Context: an optimization exercise on an open-source flow, tuned for small area. The choices shown serve that exercise and are no tape-out recipe.
Function was checked by simulation only, so behaviour that the tests miss may differ from the original.
Power is estimated from default activity; no workload was simulated.

<file path="flow/run.sh">
#!/bin/bash
# synth_recipe.tcl (not shown) runs the flow's synth.tcl, then flattens the netlist and writes it again
# the make line also repeats each setting of config.mk as NAME=value (left out here)
make -C /OpenROAD-flow-scripts/flow DESIGN_CONFIG=/design/flow/config.mk WORK_HOME=/design/flow/orfs CLKGATE_MAP_FILE= SYNTH_SCRIPT=/design/flow/synth_recipe.tcl finish
</file>
<file path="flow/config.mk">
export PLATFORM = sky130hd
export DESIGN_NAME = vehicle_safety_interlock_unit
export DESIGN_NICKNAME = vehicle_safety_interlock_unit
export VERILOG_FILES = /design/flow/design.v
export SDC_FILE = /design/flow/constraint.sdc
export NUM_CORES = 4
export LEC_CHECK = 0
export CAP_MARGIN = 20
export CORE_MARGIN = 2
export CORE_UTILIZATION = 40
export PLACE_DENSITY = 0.6
export SLEW_MARGIN = 20
</file>
<file path="flow/constraint.sdc">
create_clock -name core_clock -period 7.0 [get_ports {clk}]
set_input_delay 1.4000 -clock core_clock [delete_from_list [all_inputs] [get_ports {clk}]]
set_output_delay 1.4000 -clock core_clock [all_outputs]
set_load 0.01 [all_outputs]
</file>
<file path="flow/design.v">
package vsi_pkg;
    typedef enum logic [2:0] {
        KIND_TICK      = 3'd0,
        KIND_NAV_BEAT  = 3'd1,
        KIND_NAV_EXIT  = 3'd2,
        KIND_NAV_CMD   = 3'd3,
        KIND_SENSOR    = 3'd4
    } kind_t;
    typedef enum logic [2:0] {
        REFUSE_OK        = 3'd0,
        REFUSE_OVERSPEED = 3'd1,
        REFUSE_OVERSTEER = 3'd2,
        REFUSE_SENSOR    = 3'd3,
        REFUSE_RECOVERY  = 3'd4,
        REFUSE_LOCKED    = 3'd5
    } refusal_t;
    typedef enum logic [2:0] {
        MODE_NORMAL    = 3'd0,
        MODE_NO_SENSOR = 3'd1,
        MODE_RECOVERY  = 3'd2,
        MODE_SHAKING   = 3'd3,
        MODE_LOCKED    = 3'd4
    } mode_t;
    typedef enum logic [2:0] {
        REG_SPEED_LIMIT    = 3'd0,
        REG_STEERING_LIMIT = 3'd1,
        REG_MIN_DISTANCE   = 3'd2,
        REG_SILENCE_LIMIT  = 3'd3,
        REG_CHECK_PERIOD   = 3'd4,
        REG_REST_LIMIT     = 3'd5,
        REG_HOLD           = 3'd6
    } reg_index_t;
    localparam int NOTICE_SLOW   = 0;
    localparam int NOTICE_RESUME = 1;
    localparam int NOTICE_STOP   = 2;
    localparam int NOTICE_LOCK   = 3;
    localparam logic [14:0] SPEED_LIMIT_RST    = 15'd512;
    localparam logic [14:0] STEERING_LIMIT_RST = 15'd6400;
    localparam logic [15:0] MIN_DISTANCE_RST   = 16'd160;
    localparam logic [15:0] SILENCE_LIMIT_RST  = 16'd500;
    localparam logic [15:0] CHECK_PERIOD_RST   = 16'd200;
    localparam logic [15:0] REST_LIMIT_RST     = 16'd5000;
    localparam logic [15:0] HOLD_RST           = 16'd3000;
    localparam logic [15:0] SAT16 = 16'hFFFF;
    localparam logic [31:0] SAT32 = 32'hFFFF_FFFF;
    localparam int IN_DATA_W  = 56;
    localparam int OUT_DATA_W = 80;
endpackage
module vehicle_safety_interlock_unit (
    input  logic        clk,
    input  logic        rst_n,
    input  logic        s_tvalid,
    output logic        s_tready,
    input  logic [vsi_pkg::IN_DATA_W-1:0]  s_tdata,
    input  logic [2:0]  s_tuser,
    output logic        m_tvalid,
    input  logic        m_tready,
    output logic [vsi_pkg::OUT_DATA_W-1:0] m_tdata,
    input  logic        cfg_valid,
    output logic        cfg_ready,
    input  logic [2:0]  cfg_addr,
    input  logic [15:0] cfg_data
);
    logic [14:0] speed_limit_reg;
    logic [14:0] steering_limit_reg;
    logic [15:0] min_distance_reg;
    logic [15:0] silence_limit_reg;
    logic [15:0] check_period_reg;
    logic [15:0] rest_limit_reg;
    logic [15:0] hold_ms_reg;
    logic        nav_contact_reg,   nav_contact_next;
    logic        sensor_seen_reg,   sensor_seen_next;
    logic        recovering_reg,    recovering_next;
    logic        shake_wait_reg,    shake_wait_next;
    logic        lock_flag_reg,     lock_flag_next;
    logic        snap_imu_reg,      snap_imu_next;
    logic        snap_ranger_reg,   snap_ranger_next;
    logic [15:0] snap_dist_reg,     snap_dist_next;
    logic [15:0] nav_quiet_reg,     nav_quiet_next;
    logic [15:0] sensor_quiet_reg,  sensor_quiet_next;
    logic [15:0] check_phase_reg,   check_phase_next;
    logic [15:0] rest_left_reg,     rest_left_next;
    logic [15:0] hold_left_reg,     hold_left_next;
    logic [31:0] approve_count_reg, approve_count_next;
    logic [31:0] reject_count_reg,  reject_count_next;
    logic        in_valid_reg;
    logic [2:0]  in_kind_reg;
    logic [15:0] in_speed_reg;
    logic [15:0] in_steering_reg;
    logic        in_imu_reg;
    logic        in_ranger_reg;
    logic [15:0] in_distance_reg;
    logic        in_shaking_reg;
    logic                            out_valid_reg;
    logic [vsi_pkg::OUT_DATA_W-1:0]  out_data_reg, out_data_next;
    logic advance;
    assign advance   = in_valid_reg && (!out_valid_reg || m_tready);
    assign s_tready  = !in_valid_reg || advance;
    assign m_tvalid  = out_valid_reg;
    assign m_tdata   = out_data_reg;
    assign cfg_ready = 1'b1;
    always_ff @(posedge clk or negedge rst_n)
    begin
        if (!rst_n)
        begin
            speed_limit_reg    <= vsi_pkg::SPEED_LIMIT_RST;
            steering_limit_reg <= vsi_pkg::STEERING_LIMIT_RST;
            min_distance_reg   <= vsi_pkg::MIN_DISTANCE_RST;
            silence_limit_reg  <= vsi_pkg::SILENCE_LIMIT_RST;
            check_period_reg   <= vsi_pkg::CHECK_PERIOD_RST;
            rest_limit_reg     <= vsi_pkg::REST_LIMIT_RST;
            hold_ms_reg        <= vsi_pkg::HOLD_RST;
        end
        else if (cfg_valid && cfg_ready)
        begin
            case (cfg_addr)
                vsi_pkg::REG_SPEED_LIMIT:    speed_limit_reg    <= cfg_data[14:0];
                vsi_pkg::REG_STEERING_LIMIT: steering_limit_reg <= cfg_data[14:0];
                vsi_pkg::REG_MIN_DISTANCE:   min_distance_reg   <= cfg_data;
                vsi_pkg::REG_SILENCE_LIMIT:  silence_limit_reg  <= cfg_data;
                vsi_pkg::REG_CHECK_PERIOD:   check_period_reg   <= cfg_data;
                vsi_pkg::REG_REST_LIMIT:     rest_limit_reg     <= cfg_data;
                vsi_pkg::REG_HOLD:           hold_ms_reg        <= cfg_data;
                default: ;
            endcase
        end
    end
    always_ff @(posedge clk or negedge rst_n)
    begin
        if (!rst_n)
        begin
            in_valid_reg <= 1'b0;
        end
        else if (s_tready)
        begin
            in_valid_reg <= s_tvalid;
        end
    end
    always_ff @(posedge clk)
    begin
        if (s_tvalid && s_tready)
        begin
            in_kind_reg     <= s_tuser;
            in_speed_reg    <= s_tdata[15:0];
            in_steering_reg <= s_tdata[31:16];
            in_imu_reg      <= s_tdata[32];
            in_ranger_reg   <= s_tdata[33];
            in_distance_reg <= s_tdata[49:34];
            in_shaking_reg  <= s_tdata[50];
        end
    end
    always_comb
    begin
        logic [15:0]        rest_dec;
        logic [15:0]        hold_dec;
        logic               alive;
        logic               approved;
        logic [3:0]         notice;
        vsi_pkg::refusal_t  refusal;
        vsi_pkg::mode_t     mode;
        logic signed [16:0] steer_s;
        logic signed [16:0] lim_s;
        nav_contact_next   = nav_contact_reg;
        sensor_seen_next   = sensor_seen_reg;
        recovering_next    = recovering_reg;
        shake_wait_next    = shake_wait_reg;
        lock_flag_next     = lock_flag_reg;
        snap_imu_next      = snap_imu_reg;
        snap_ranger_next   = snap_ranger_reg;
        snap_dist_next     = snap_dist_reg;
        nav_quiet_next     = nav_quiet_reg;
        sensor_quiet_next  = sensor_quiet_reg;
        check_phase_next   = check_phase_reg;
        rest_left_next     = rest_left_reg;
        hold_left_next     = hold_left_reg;
        approve_count_next = approve_count_reg;
        reject_count_next  = reject_count_reg;
        rest_dec = rest_left_reg - 16'd1;
        hold_dec = hold_left_reg - 16'd1;
        alive    = 1'b0;
        approved = 1'b0;
        notice   = 4'd0;
        refusal  = vsi_pkg::REFUSE_OK;
        steer_s  = {in_steering_reg[15], in_steering_reg};
        lim_s    = {2'b00, steering_limit_reg};
        case (in_kind_reg)
            vsi_pkg::KIND_TICK:
            begin
                nav_quiet_next    = (nav_quiet_reg == vsi_pkg::SAT16) ? vsi_pkg::SAT16
                                    : nav_quiet_reg + 16'd1;
                sensor_quiet_next = (sensor_quiet_reg == vsi_pkg::SAT16) ? vsi_pkg::SAT16
                                    : sensor_quiet_reg + 16'd1;
                check_phase_next  = (check_phase_reg == vsi_pkg::SAT16) ? vsi_pkg::SAT16
                                    : check_phase_reg + 16'd1;
                if (rest_left_reg != 16'd0)
                begin
                    rest_left_next = rest_dec;
                    if (rest_dec == 16'd0 && shake_wait_reg)
                    begin
                        shake_wait_next = 1'b0;
                        lock_flag_next  = 1'b1;
                        notice[vsi_pkg::NOTICE_LOCK] = 1'b1;
                    end
                end
                if (hold_left_reg != 16'd0)
                begin
                    hold_left_next = hold_dec;
                    if (hold_dec == 16'd0)
                    begin
                        recovering_next = 1'b0;
                    end
                end
                if (check_phase_next >= check_period_reg)
                begin
                    check_phase_next = 16'd0;
                    alive            = 1'b1;
                    if (shake_wait_next || lock_flag_next || !sensor_seen_reg)
                    begin
                        hold_left_next = hold_ms_reg;
                    end
                    if (nav_contact_reg && nav_quiet_next > silence_limit_reg)
                    begin
                        recovering_next  = 1'b1;
                        hold_left_next   = hold_ms_reg;
                        nav_contact_next = 1'b0;
                    end
                    if (sensor_seen_reg && sensor_quiet_next > silence_limit_reg)
                    begin
                        recovering_next  = 1'b1;
                        hold_left_next   = hold_ms_reg;
                        sensor_seen_next = 1'b0;
                        notice[vsi_pkg::NOTICE_STOP] = 1'b1;
                    end
                end
            end
            vsi_pkg::KIND_NAV_BEAT:
            begin
                nav_quiet_next   = 16'd0;
                nav_contact_next = 1'b1;
            end
            vsi_pkg::KIND_NAV_EXIT:
            begin
                nav_contact_next = 1'b0;
            end
            vsi_pkg::KIND_NAV_CMD:
            begin
                if (lock_flag_reg)
                    refusal = vsi_pkg::REFUSE_LOCKED;
                else if (recovering_reg)
                    refusal = vsi_pkg::REFUSE_RECOVERY;
                else if ($signed(in_speed_reg) > $signed({1'b0, speed_limit_reg}))
                    refusal = vsi_pkg::REFUSE_OVERSPEED;
                else if (steer_s > lim_s || steer_s < -lim_s)
                    refusal = vsi_pkg::REFUSE_OVERSTEER;
                else if (!sensor_seen_reg || !snap_imu_reg || !snap_ranger_reg ||
                         snap_dist_reg <= min_distance_reg)
                    refusal = vsi_pkg::REFUSE_SENSOR;
                else
                    refusal = vsi_pkg::REFUSE_OK;
                nav_quiet_next   = 16'd0;
                nav_contact_next = 1'b1;
                if (refusal == vsi_pkg::REFUSE_OK)
                begin
                    approved = 1'b1;
                    if (approve_count_reg != vsi_pkg::SAT32)
                        approve_count_next = approve_count_reg + 32'd1;
                end
                else
                begin
                    if (reject_count_reg != vsi_pkg::SAT32)
                        reject_count_next = reject_count_reg + 32'd1;
                    if (refusal == vsi_pkg::REFUSE_OVERSPEED ||
                        refusal == vsi_pkg::REFUSE_OVERSTEER ||
                        refusal == vsi_pkg::REFUSE_SENSOR)
                    begin
                        recovering_next = 1'b1;
                        hold_left_next  = hold_ms_reg;
                    end
                end
            end
            vsi_pkg::KIND_SENSOR:
            begin
                snap_imu_next     = in_imu_reg;
                snap_ranger_next  = in_ranger_reg;
                snap_dist_next    = in_distance_reg;
                sensor_seen_next  = 1'b1;
                sensor_quiet_next = 16'd0;
                if (in_shaking_reg && !shake_wait_reg && !lock_flag_reg)
                begin
                    shake_wait_next = 1'b1;
                    rest_left_next  = rest_limit_reg;
                    notice[vsi_pkg::NOTICE_SLOW] = 1'b1;
                end
                else if (!in_shaking_reg && shake_wait_reg)
                begin
                    shake_wait_next = 1'b0;
                    rest_left_next  = 16'd0;
                    notice[vsi_pkg::NOTICE_RESUME] = 1'b1;
                end
            end
            default: ;
        endcase
        if (lock_flag_next)
            mode = vsi_pkg::MODE_LOCKED;
        else if (shake_wait_next)
            mode = vsi_pkg::MODE_SHAKING;
        else if (recovering_next)
            mode = vsi_pkg::MODE_RECOVERY;
        else if (!sensor_seen_next)
            mode = vsi_pkg::MODE_NO_SENSOR;
        else
            mode = vsi_pkg::MODE_NORMAL;
        out_data_next = {3'd0, reject_count_next, approve_count_next, mode,
                         (hold_left_next != 16'd0), alive, notice, refusal, approved};
    end
    always_ff @(posedge clk or negedge rst_n)
    begin
        if (!rst_n)
        begin
            nav_contact_reg   <= 1'b0;
            sensor_seen_reg   <= 1'b0;
            recovering_reg    <= 1'b0;
            shake_wait_reg    <= 1'b0;
            lock_flag_reg     <= 1'b0;
            snap_imu_reg      <= 1'b0;
            snap_ranger_reg   <= 1'b0;
            snap_dist_reg     <= 16'd0;
            nav_quiet_reg     <= 16'd0;
            sensor_quiet_reg  <= 16'd0;
            check_phase_reg   <= 16'd0;
            rest_left_reg     <= 16'd0;
            hold_left_reg     <= 16'd0;
            approve_count_reg <= 32'd0;
            reject_count_reg  <= 32'd0;
        end
        else if (advance)
        begin
            nav_contact_reg   <= nav_contact_next;
            sensor_seen_reg   <= sensor_seen_next;
            recovering_reg    <= recovering_next;
            shake_wait_reg    <= shake_wait_next;
            lock_flag_reg     <= lock_flag_next;
            snap_imu_reg      <= snap_imu_next;
            snap_ranger_reg   <= snap_ranger_next;
            snap_dist_reg     <= snap_dist_next;
            nav_quiet_reg     <= nav_quiet_next;
            sensor_quiet_reg  <= sensor_quiet_next;
            check_phase_reg   <= check_phase_next;
            rest_left_reg     <= rest_left_next;
            hold_left_reg     <= hold_left_next;
            approve_count_reg <= approve_count_next;
            reject_count_reg  <= reject_count_next;
        end
    end
    always_ff @(posedge clk or negedge rst_n)
    begin
        if (!rst_n)
        begin
            out_valid_reg <= 1'b0;
        end
        else if (advance)
        begin
            out_valid_reg <= 1'b1;
        end
        else if (m_tready)
        begin
            out_valid_reg <= 1'b0;
        end
    end
    always_ff @(posedge clk)
    begin
        if (advance)
        begin
            out_data_reg <= out_data_next;
        end
    end
endmodule
</file>
==> summary.txt <==
## worst max-delay path by stage
stage / cells after the start / slack (ns) / startpoint / endpoint
finish: 18 / 1.23 / check_phase_reg[0]$_DFFE_PN0P_ / m_tdata[9]$_DFFE_PP_
global route: 18 / 0.78 / check_phase_reg[0]$_DFFE_PN0P_ / m_tdata[9]$_DFFE_PP_
CTS: 18 / 1.31 / check_phase_reg[0]$_DFFE_PN0P_ / m_tdata[9]$_DFFE_PP_
detailed placement: 18 / 1.38 / check_phase_reg[0]$_DFFE_PN0P_ / m_tdata[9]$_DFFE_PP_
global placement: 18 / 1.36 / check_phase_reg[0]$_DFFE_PN0P_ / m_tdata[9]$_DFFE_PP_
floorplan: 6 / 2.07 / m_tready / hold_left_reg[2]$_DFFE_PN0P_
## worst max-delay path: cells and delay by family (launching register included)
family          cells  cell delay [ns]
simple gates       11             3.16
fa+ha+maj           2             0.47
flops               1             0.39
compound gates      5             1.47
## metal layers
metal | global-route usage [%] | routed length, µm
met1 | 24.78 | 22460
met2 | 29.96 | 22800
met3 | 3.772 | 2796
met4 | 5.991 | 1385
met5 | 0 | 0
## power by group through the flow
stage | Sequential (W) | Clock, W | Combinational, W
finish | 0.00304 | 0.00265 | 0.00132
global route | 0.00307 | 0.00283 | 0.00150
CTS | 0.00303 | 0.00272 | 0.00132
detailed placement | 0.00307 | 0 | 0.00132
global placement | 0.00307 | 0 | 0.00128
floorplan | 0.00301 | 0 | 0.000908
## through the flow
stage / total power [W] / hold slack, ns
6_report: 0.007001 / 0.4764
3_5_place_dp: 0.004390 / 0.4641
2_1_floorplan: 0.003921 / 0.4555
4_1_cts: 0.007079 / 0.4786
5_1_grt: 0.007406 / 0.4916
3_3_place_gp: 0.004342 / 0.4609
## cell families (layout without fill, tap and decap cells)
group / after synthesis / count (layout) / share of synthesized area (%)
xor gates and xnor gates: 176 / 176 / 7.331
buffers and inverters: 174 / 358 / 3.184
other: 2 / 4 / 0.03572
adders and majority gates: 121 / 121 / 7.200
muxes: 77 / 77 / 4.118
and+or+nand+nor: 659 / 659 / 15.32
DFF: 410 / 410 / 52.07
AOI/OAI and AO/OA: 340 / 340 / 10.73
## cell type report
type,count,area (µm²),share of cell area (%)
Clock buffer,55,1206,4.820
Clock inverter,32,464.2,1.855
Inverter,102,385.4,1.540
Multi-Input combinational cell,1377,9459,37.80
Sequential cell,410,10950,43.76
Tap cell,688,860.8,3.440
Timing Repair Buffer,169,1697,6.781
## cells in the final DEF (no fill, tap or decap), types with 18 or more instances in the layout
master and count:
sky130_fd_sc_hd__dfrtp_1 252, sky130_fd_sc_hd__nand2_1 231, sky130_fd_sc_hd__clkdlybuf4s50_1 155, sky130_fd_sc_hd__edfxtp_1 131
sky130_fd_sc_hd__o21ai_0 122, sky130_fd_sc_hd__ha_1 121, sky130_fd_sc_hd__nor2_1 109, sky130_fd_sc_hd__xnor2_1 102
sky130_fd_sc_hd__inv_1 101, sky130_fd_sc_hd__mux2_2 76, sky130_fd_sc_hd__xor2_1 74, sky130_fd_sc_hd__and3_1 58
sky130_fd_sc_hd__a21oi_1 56, sky130_fd_sc_hd__nand3_1 54, sky130_fd_sc_hd__nor3_1 53, sky130_fd_sc_hd__clkbuf_16 47
sky130_fd_sc_hd__nand4_1 40, sky130_fd_sc_hd__a22o_1 36, sky130_fd_sc_hd__dfstp_2 27, sky130_fd_sc_hd__a21o_1 24
sky130_fd_sc_hd__nand2b_1 18
==> flow_summary.yaml <==
outcome:
  outcome: "complete, no violations"
synth:
  yosysSeqAreaShare_pct: 52.07
  syn_area_um2: 21030
  synth_top_cells_by_area: "sky130_fd_sc_hd__dfrtp_1 (30%), sky130_fd_sc_hd__edfxtp_1 (19%), sky130_fd_sc_hd__ha_1 (7.2%)"
  yosys.cell_types.count: 79
  synth_commonest_cells: "sky130_fd_sc_hd__dfrtp_1 (252), sky130_fd_sc_hd__nand2_1 (232), sky130_fd_sc_hd__edfxtp_1 (131), sky130_fd_sc_hd__o21ai_0 (122), sky130_fd_sc_hd__ha_1 (121)"
  ys_seq_elements: 410
  commonest_register_cell_after_synthesis: "sky130_fd_sc_hd__dfrtp_1"
  synth.yosys.warnings: 1
  synth_top_area_share_pct: 29.99
  count_of_flip_flops_with_a_built_in_enable_after_synthesis: 131
  fraction_of_synthesis_flops_using_an_asynchronous_set_or_reset_pin_pct: 68.05
  post-synth-top-count-cell: "sky130_fd_sc_hd__dfrtp_1"
  postSynthCellCount: 1959
  syn-mean-instance-area_um2: 10.73
  synth.largest_area_cell: "sky130_fd_sc_hd__dfrtp_1"
sta:
  actual_slew_at_the_worst_max_slew_pin_ns: 1.052
  final.period_utilization_pct: 82.44
  finClkSkew_ns: 0.02553
  timing.max_slew.rel_slack_pct: 29.65
  grt_setup_unrepaired: "no"
  totalNegativeSetupSlack_ns: 0
  finalMaxSlewViolations: 0
  setup_violations: 0
  report.final.hold_viol_count: 0
  fmax_mhz: 173.3
  finalWorstPathRequiredPeriod_ns: 5.771
  worst_slack_ns: 1.229
critical_path:
  rr_worst_depth: 18
  critPathMostFrequentCell: "sky130_fd_sc_hd__and3_1"
  data_required_critical_path_ns: 7.33
  timing.critical_path.arrival_ns: 6.10
  critical_path.endpoint_type: "register"
  timing_worst_setup_path_type: "register to register"
  worstPathCellList: "ha_1 > and3_1 > and3_1 > and3_1 > nand3_1 > or3_1 > and2_1 > ha_1 > nor2b_1 > o21ai_0 > a41oi_1 > o41ai_1 > o32ai_1 > nand2_1 > nor2_1 > a221o_1 > or4b_1 > or4_1"
  start_kind: "register"
  worstReg2RegStart: "check_phase_reg[0]$_DFFE_PN0P_"
  timing.critical_path.slowest_stage_cell: "sky130_fd_sc_hd__or3_1"
  cp_max_fo: 13
  longest_individual_stage_delay_on_the_worst_path_ns: 0.60
  r2r_end: "m_tdata[9]$_DFFE_PP_"
  rrSetupSlack_ns: 1.23
final_layout:
  syn2layout_area_growth_pct: 19.00
  finish.instance_area_um2: 25020
  final_layout_size_suffix_gt1_share_pct: 10.30
  nNetsFinal: 2311
  diodes: 0
  largest_reg_flops: 77
  num-fill-cells: 4763
  fin_cells: 2833
  fin_util_pct: 47.90
detailed_routing:
  route.detailed.drc: 0
  route.detailed.vias_per_inst: 5.287
  drt-initial-drc-count: 919
  detail_route.first_pass.iterations: 5
  antenna_violating_nets_post_route: 0
  wl_per_instance_um: 17.45
  via_count: 14980
  routed_wirelength_um: 49440
place:
  dp.final_hpwl_um: 34410
  placement.setup.worst_slack_ns: 1.376
  io_buffer_count: 156
  place.gp.congestion: 0.8600
  post_dp_cell_area_um2: 23320
  placedCellCount: 2745
cts:
  holdBufCountCts: 0
  clk_pin_slew_worst_paths_ns: 0.06
  cts_root_buffer: "sky130_fd_sc_hd__clkbuf_16"
  clock_sink_count: 410
  tritoncts: "done"
  cts.htree.levels: 2
  insertion_delay_ns: 0.60
  cts.path.max_buffers: 3
  post_cts_resized: 0
  cts_inserted_buffers: 47
  cts_setup_buffers: 0
hold_path:
  hold_ep: "snap_dist_reg[1]$_DFFE_PN0P_"
  instance_count_along_the_most_critical_hold_path: 1
  timing.hold.worst.start: "in_distance_reg[1]$_DFFE_PP_"
  min_path_type: "register to register"
floorplanning:
  vertical_extent_of_the_die_um: 233.3
  placementRows: 84
  start_util_pct: 40.25
  die-width_um: 233.3
  floorplan.die_area_um2: 54410
  design.portCount: 166
  core-area_um2: 52240
pwr:
  p_int_w: 0.005018
  power.clock.fraction_pct: 37.9
  leakage_nw: 10.92
  power_per_cell_area_nw_per_um2: 279.8
  power.share.switching_pct: 28.33
  p_switching_w: 0.001983
  p_comb_share_pct: 18.8
  power.ir.vdd_worst_v: 0.0002144
  seqPwrFrac_pct: 43.4
grt:
  antenna_found_initial: 0
  grt_pass1_wl_um: 79410
  grt_pass1_vias: 14710
  overall_fraction_of_global_route_tracks_in_use_pct: 18.49
  grt.overflow.total: 0
  grt_max_degree: 192
flow_run:
  maxCapViolCount: 0

[afterwards: timing with drivers on the ports]
The flow's constraints put no driver on any port. The routed layout listed below was extracted and timed again, unchanged, in two steps. Step 1, drivers: a clkbuf_16 drives clk and a buf_2 each remaining input, both assumed. Step 2 adds t to the input delays and takes it off the output delays; t is the mean of the earliest and latest rising clock arrival at the registers after step 1. Input paths then give back, and output paths get back, about the clock's delay inside the block. Slacks: ideal / step 1 / step 2; pairs: ideal / step 1.
t, ns: 0.643
setup slack, ns: 1.229 / 1.229 / 1.229
worst setup path at the end: register to register
cell pins on the clock port's net: 1
After both steps setup and hold are still met in this run. For this run, drivers alone change the setup slack by 0.000 ns; drivers and shift together by 0.000 ns.
